Context: an optimization exercise on an open-source flow, tuned for small area, a short achievable clock period and few clock cycles per item. The choices shown serve that exercise and are no tape-out recipe.

==> 04-12: inputs <==
## ntt_barrett_modmul
module ntt_barrett_modmul #(
    parameter int unsigned W   = 16,
    parameter int unsigned PW  = 16,
    parameter int unsigned LAT = ntt_barrett_modmul_pkg::PIPE_LAT
) (
    input  logic          clk,
    input  logic          reset,
    input  logic          cfg_load,
    input  logic [W-1:0]  cfg_q,
    output logic          cfg_busy,
    output logic          cfg_err,
    output logic          cfg_ready,
    input  logic          in_valid,
    output logic          in_ready,
    input  logic [W-1:0]  in_a,
    input  logic [W-1:0]  in_w,
    input  logic [PW-1:0] in_pass,
    output logic          out_valid,
    input  logic          out_ready,
    output logic [W-1:0]  out_data,
    output logic [PW-1:0] out_pass
);
    logic        cfg_ready_q;
    logic        cfg_err_q;
    logic        cfg_ok;
    logic        pipe_empty;
    logic        en;
    logic        fire;
    logic        c_rdy;
    logic        mu_rdy;
    logic [15:0] nqn_val;
    logic [15:0] cn_val;
    logic [17:0] mu_val;
    logic [3:0]  sh_val;
    logic        out_v_q;
    logic [15:0] out_d_q;
    logic [15:0] out_p_q;
    logic m0_1;
    logic m0_2;
    logic m0_3;
    logic m0_4;
    logic m0_5;
    logic m0_6;
    logic m0_7;
    logic m0_8;
    logic m0_9;
    logic m0_10;
    logic m0_11;
    logic m0_12;
    logic m0_13;
    logic m0_14;
    logic m0_15;
    logic m0_16;
    logic m0_17;
    logic m0_18;
    logic m0_19;
    logic m0_20;
    logic m0_21;
    logic m0_22;
    logic m0_23;
    logic m0_24;
    logic m0_25;
    logic m0_26;
    logic m0_27;
    logic m0_28;
    logic m0_29;
    logic m0_30;
    logic m0_31;
    logic m0_32;
    logic m0_33;
    logic m0_34;
    logic m0_35;
    logic m0_36;
    logic m0_37;
    logic m0_38;
    logic m0_39;
    logic m0_40;
    logic m0_41;
    logic m0_42;
    logic m0_43;
    logic m0_44;
    logic m0_45;
    logic m0_46;
    logic m0_47;
    logic m0_48;
    logic m0_49;
    logic m0_50;
    logic m0_51;
    logic m0_52;
    logic m0_53;
    logic m0_54;
    logic m0_55;
    logic m0_56;
    logic m0_57;
    logic m0_58;
    logic m0_59;
    logic m0_60;
    logic m0_61;
    logic m0_62;
  ...
export LEC_CHECK = 0
export CAP_MARGIN = 20
export CORE_MARGIN = 2
export CORE_UTILIZATION = 40
export SETUP_SLACK_MARGIN = 5
export SLEW_MARGIN = 20
export SYNTH_HIERARCHICAL = 1
export SYNTH_MINIMUM_KEEP_SIZE = 0
create_clock -name core_clock -period 10.0 [get_ports {clk}]
run.sh (not shown) runs the stock make flow with config.mk's settings and CLKGATE_MAP_FILE= SYNTH_SCRIPT=/design/flow/synth_recipe.tcl, a recipe that flattens the netlist after the stock synthesis.
==> 09-10: changes against 04-12 <==
--- a/flow/design.v
+++ b/flow/design.v
@@ -2678,19 +2678,24 @@
     logic m4_2507;
     logic m4_2508;
     logic m4_2509;
     logic m4_2510;
     logic m4_2511;
     logic [18:0] m4_s;
     logic [18:0] m4_c;
+    logic [18:0] nq19;
+    logic [18:0] nq2;
+    logic [18:0] k1_s;
+    logic [18:0] k1_c;
+    logic [18:0] k2_s;
+    logic [18:0] k2_c;
     logic [18:0] r0;
-    logic [15:0] addq;
+    logic [18:0] r1;
+    logic [18:0] r2;
     logic [15:0] res;
-    logic ge1;
-    logic ge2;
     logic [15:0] a_q;
     logic [7:0] wh_q;
     logic [23:0] m0s_q;
     logic [23:0] m0c_q;
     logic [31:0] pn_q;
     logic [31:0] m2s_q;
     logic [31:0] m2c_q;
@@ -4456,19 +4461,58 @@
     csa_fa u_m4_2502 (.a(m4_2469), .b(m4_2492), .c(m4_2494), .s(m4_2502), .co(m4_2503));
     csa_fa u_m4_2504 (.a(m4_2496), .b(m4_2498), .c(m4_2471), .s(m4_2504), .co(m4_2505));
     csa_fa u_m4_2506 (.a(m4_2473), .b(m4_2500), .c(m4_2502), .s(m4_2506), .co(m4_2507));
     csa_fa u_m4_2508 (.a(m4_2475), .b(m4_2477), .c(m4_2504), .s(m4_2508), .co(m4_2509));
     csa_fa u_m4_2510 (.a(m4_2506), .b(m4_2479), .c(m4_2508), .s(m4_2510), .co(m4_2511));
     assign m4_s = {m4_2481, m4_2451, m4_2421, m4_2418, m4_2363, m4_2337, m4_2313, m4_2291, m4_2288, m4_2253, m4_2250, m4_2234, m4_2220, m4_2208, m4_2198, m4_2190, m4_2184, xl_q[1], m4_1998};
     assign m4_c = {m4_2510, m4_2480, m4_2450, m4_2420, m4_2390, m4_2362, m4_2336, m4_2312, m4_2290, m4_2270, m4_2252, m4_2236, m4_2222, m4_2210, m4_2200, m4_2192, m4_2186, m4_2182, xl_q[0]};
-    assign r0   = m4s_q + m4c_q;
-    assign ge1  = r0[17:0] > {2'b00, nqn_val};
-    assign ge2  = r0[17:0] > {1'b0, nqn_val, 1'b1};
-    assign addq = ge2 ? {~nqn_val[14:0], 1'b0} : (ge1 ? ~nqn_val : 16'd0);
-    assign res  = r0[15:0] + addq;
+    assign nq19 = {3'b111, ~nqn_val};
+    assign nq2  = {2'b11, ~nqn_val, 1'b0};
+    csa_fa u_k1_0 (.a(m4s_q[0]), .b(m4c_q[0]), .c(nq19[0]), .s(k1_s[0]), .co(k1_c[0]));
+    csa_fa u_k2_0 (.a(m4s_q[0]), .b(m4c_q[0]), .c(nq2[0]), .s(k2_s[0]), .co(k2_c[0]));
+    csa_fa u_k1_1 (.a(m4s_q[1]), .b(m4c_q[1]), .c(nq19[1]), .s(k1_s[1]), .co(k1_c[1]));
+    csa_fa u_k2_1 (.a(m4s_q[1]), .b(m4c_q[1]), .c(nq2[1]), .s(k2_s[1]), .co(k2_c[1]));
+    csa_fa u_k1_2 (.a(m4s_q[2]), .b(m4c_q[2]), .c(nq19[2]), .s(k1_s[2]), .co(k1_c[2]));
+    csa_fa u_k2_2 (.a(m4s_q[2]), .b(m4c_q[2]), .c(nq2[2]), .s(k2_s[2]), .co(k2_c[2]));
+    csa_fa u_k1_3 (.a(m4s_q[3]), .b(m4c_q[3]), .c(nq19[3]), .s(k1_s[3]), .co(k1_c[3]));
+    csa_fa u_k2_3 (.a(m4s_q[3]), .b(m4c_q[3]), .c(nq2[3]), .s(k2_s[3]), .co(k2_c[3]));
+    csa_fa u_k1_4 (.a(m4s_q[4]), .b(m4c_q[4]), .c(nq19[4]), .s(k1_s[4]), .co(k1_c[4]));
+    csa_fa u_k2_4 (.a(m4s_q[4]), .b(m4c_q[4]), .c(nq2[4]), .s(k2_s[4]), .co(k2_c[4]));
+    csa_fa u_k1_5 (.a(m4s_q[5]), .b(m4c_q[5]), .c(nq19[5]), .s(k1_s[5]), .co(k1_c[5]));
+    csa_fa u_k2_5 (.a(m4s_q[5]), .b(m4c_q[5]), .c(nq2[5]), .s(k2_s[5]), .co(k2_c[5]));
+    csa_fa u_k1_6 (.a(m4s_q[6]), .b(m4c_q[6]), .c(nq19[6]), .s(k1_s[6]), .co(k1_c[6]));
+    csa_fa u_k2_6 (.a(m4s_q[6]), .b(m4c_q[6]), .c(nq2[6]), .s(k2_s[6]), .co(k2_c[6]));
+    csa_fa u_k1_7 (.a(m4s_q[7]), .b(m4c_q[7]), .c(nq19[7]), .s(k1_s[7]), .co(k1_c[7]));
+    csa_fa u_k2_7 (.a(m4s_q[7]), .b(m4c_q[7]), .c(nq2[7]), .s(k2_s[7]), .co(k2_c[7]));
+    csa_fa u_k1_8 (.a(m4s_q[8]), .b(m4c_q[8]), .c(nq19[8]), .s(k1_s[8]), .co(k1_c[8]));
+    csa_fa u_k2_8 (.a(m4s_q[8]), .b(m4c_q[8]), .c(nq2[8]), .s(k2_s[8]), .co(k2_c[8]));
+    csa_fa u_k1_9 (.a(m4s_q[9]), .b(m4c_q[9]), .c(nq19[9]), .s(k1_s[9]), .co(k1_c[9]));
+    csa_fa u_k2_9 (.a(m4s_q[9]), .b(m4c_q[9]), .c(nq2[9]), .s(k2_s[9]), .co(k2_c[9]));
+    csa_fa u_k1_10 (.a(m4s_q[10]), .b(m4c_q[10]), .c(nq19[10]), .s(k1_s[10]), .co(k1_c[10]));
+    csa_fa u_k2_10 (.a(m4s_q[10]), .b(m4c_q[10]), .c(nq2[10]), .s(k2_s[10]), .co(k2_c[10]));
+    csa_fa u_k1_11 (.a(m4s_q[11]), .b(m4c_q[11]), .c(nq19[11]), .s(k1_s[11]), .co(k1_c[11]));
+    csa_fa u_k2_11 (.a(m4s_q[11]), .b(m4c_q[11]), .c(nq2[11]), .s(k2_s[11]), .co(k2_c[11]));
+    csa_fa u_k1_12 (.a(m4s_q[12]), .b(m4c_q[12]), .c(nq19[12]), .s(k1_s[12]), .co(k1_c[12]));
+    csa_fa u_k2_12 (.a(m4s_q[12]), .b(m4c_q[12]), .c(nq2[12]), .s(k2_s[12]), .co(k2_c[12]));
+    csa_fa u_k1_13 (.a(m4s_q[13]), .b(m4c_q[13]), .c(nq19[13]), .s(k1_s[13]), .co(k1_c[13]));
+    csa_fa u_k2_13 (.a(m4s_q[13]), .b(m4c_q[13]), .c(nq2[13]), .s(k2_s[13]), .co(k2_c[13]));
+    csa_fa u_k1_14 (.a(m4s_q[14]), .b(m4c_q[14]), .c(nq19[14]), .s(k1_s[14]), .co(k1_c[14]));
+    csa_fa u_k2_14 (.a(m4s_q[14]), .b(m4c_q[14]), .c(nq2[14]), .s(k2_s[14]), .co(k2_c[14]));
+    csa_fa u_k1_15 (.a(m4s_q[15]), .b(m4c_q[15]), .c(nq19[15]), .s(k1_s[15]), .co(k1_c[15]));
+    csa_fa u_k2_15 (.a(m4s_q[15]), .b(m4c_q[15]), .c(nq2[15]), .s(k2_s[15]), .co(k2_c[15]));
+    csa_fa u_k1_16 (.a(m4s_q[16]), .b(m4c_q[16]), .c(nq19[16]), .s(k1_s[16]), .co(k1_c[16]));
+    csa_fa u_k2_16 (.a(m4s_q[16]), .b(m4c_q[16]), .c(nq2[16]), .s(k2_s[16]), .co(k2_c[16]));
+    csa_fa u_k1_17 (.a(m4s_q[17]), .b(m4c_q[17]), .c(nq19[17]), .s(k1_s[17]), .co(k1_c[17]));
+    csa_fa u_k2_17 (.a(m4s_q[17]), .b(m4c_q[17]), .c(nq2[17]), .s(k2_s[17]), .co(k2_c[17]));
+    csa_fa u_k1_18 (.a(m4s_q[18]), .b(m4c_q[18]), .c(nq19[18]), .s(k1_s[18]), .co(k1_c[18]));
+    csa_fa u_k2_18 (.a(m4s_q[18]), .b(m4c_q[18]), .c(nq2[18]), .s(k2_s[18]), .co(k2_c[18]));
+    assign r0  = m4s_q + m4c_q;
+        assign r1  = k1_s + {k1_c[17:0], 1'b0};
+        assign r2  = k2_s + {k2_c[17:0], 1'b0};
+        assign res = !r2[18] ? r2[15:0] : (!r1[18] ? r1[15:0] : r0[15:0]);
     always_ff @(posedge clk or negedge reset) begin
         if (!reset) begin
             cfg_ready_q <= 1'b0;
             cfg_err_q   <= 1'b0;
         end else begin
             cfg_err_q <= cfg_load && !cfg_ok;
             if (cfg_ok) cfg_ready_q <= 1'b1;
- CORE_UTILIZATION: 40 -> 60
- CTS_BUF_LIST: not set -> sky130_fd_sc_hd__clkbuf_4 sky130_fd_sc_hd__clkbuf_8
- PLACE_DENSITY: not set -> 0.75
==> 03-08: changes against 04-12 <==
- CORE_UTILIZATION: 40 -> 60
- CTS_BUF_LIST: not set -> sky130_fd_sc_hd__clkbuf_4 sky130_fd_sc_hd__clkbuf_8
- PLACE_DENSITY: not set -> 0.75
==> notes <==
- 09-10 finished with timing, DRC and antenna clean. 04-12 finished clean. 03-08 finished with timing, DRC and antenna clean.
- In flip-flop and latch count, 04-12 and 03-08 do not differ.
- Between 03-08 and 09-10, the lower register-to-register slack is in 03-08 (gap 470 ps).
- Between 04-12 and 09-10, the lower cell count is in 09-10 (gap 9.3%, measured against 09-10).
- Clock skew: 04-12 is lower than 09-10 (34 ps).
- Against 03-08, the synthesized cell count of 09-10 is larger by 0.53%.
- The lowest wire length belongs to 09-10, the highest to 04-12.
No functional check of the RTL was part of any run of this note.

what the ideal ports hide:
The flow's constraints put no driver on any port. The routed layouts listed below were extracted and timed again, unchanged, in two steps. Step 1: set_driving_cell puts a clkbuf_16 on clk and a buf_2 on each other input, an assumption about the parent block. Step 2, shift: input delay + t, output delay - t, t = (earliest + latest rising clock arrival at the registers) / 2. This alone moves slack from input paths to output paths. Slacks: ideal ports / drivers / drivers and shift; pairs: ideal ports / drivers.
run | t (ns) | slack for setup (ns) | worst data-port slew with drivers (ns)
04-12 | 0.706 | 4.312 / 4.312 / 4.312 | 0.09
09-10 | 0.803 | 4.647 / 4.647 / 4.357 | 0.05
03-08 | 0.793 | 4.182 / 4.182 / 4.182 | 0.05
After both steps every run listed still meets setup and hold. The setup slack of 09-10, which loses most, moves by 0.000 ns with the drivers and by -0.290 ns with both steps.
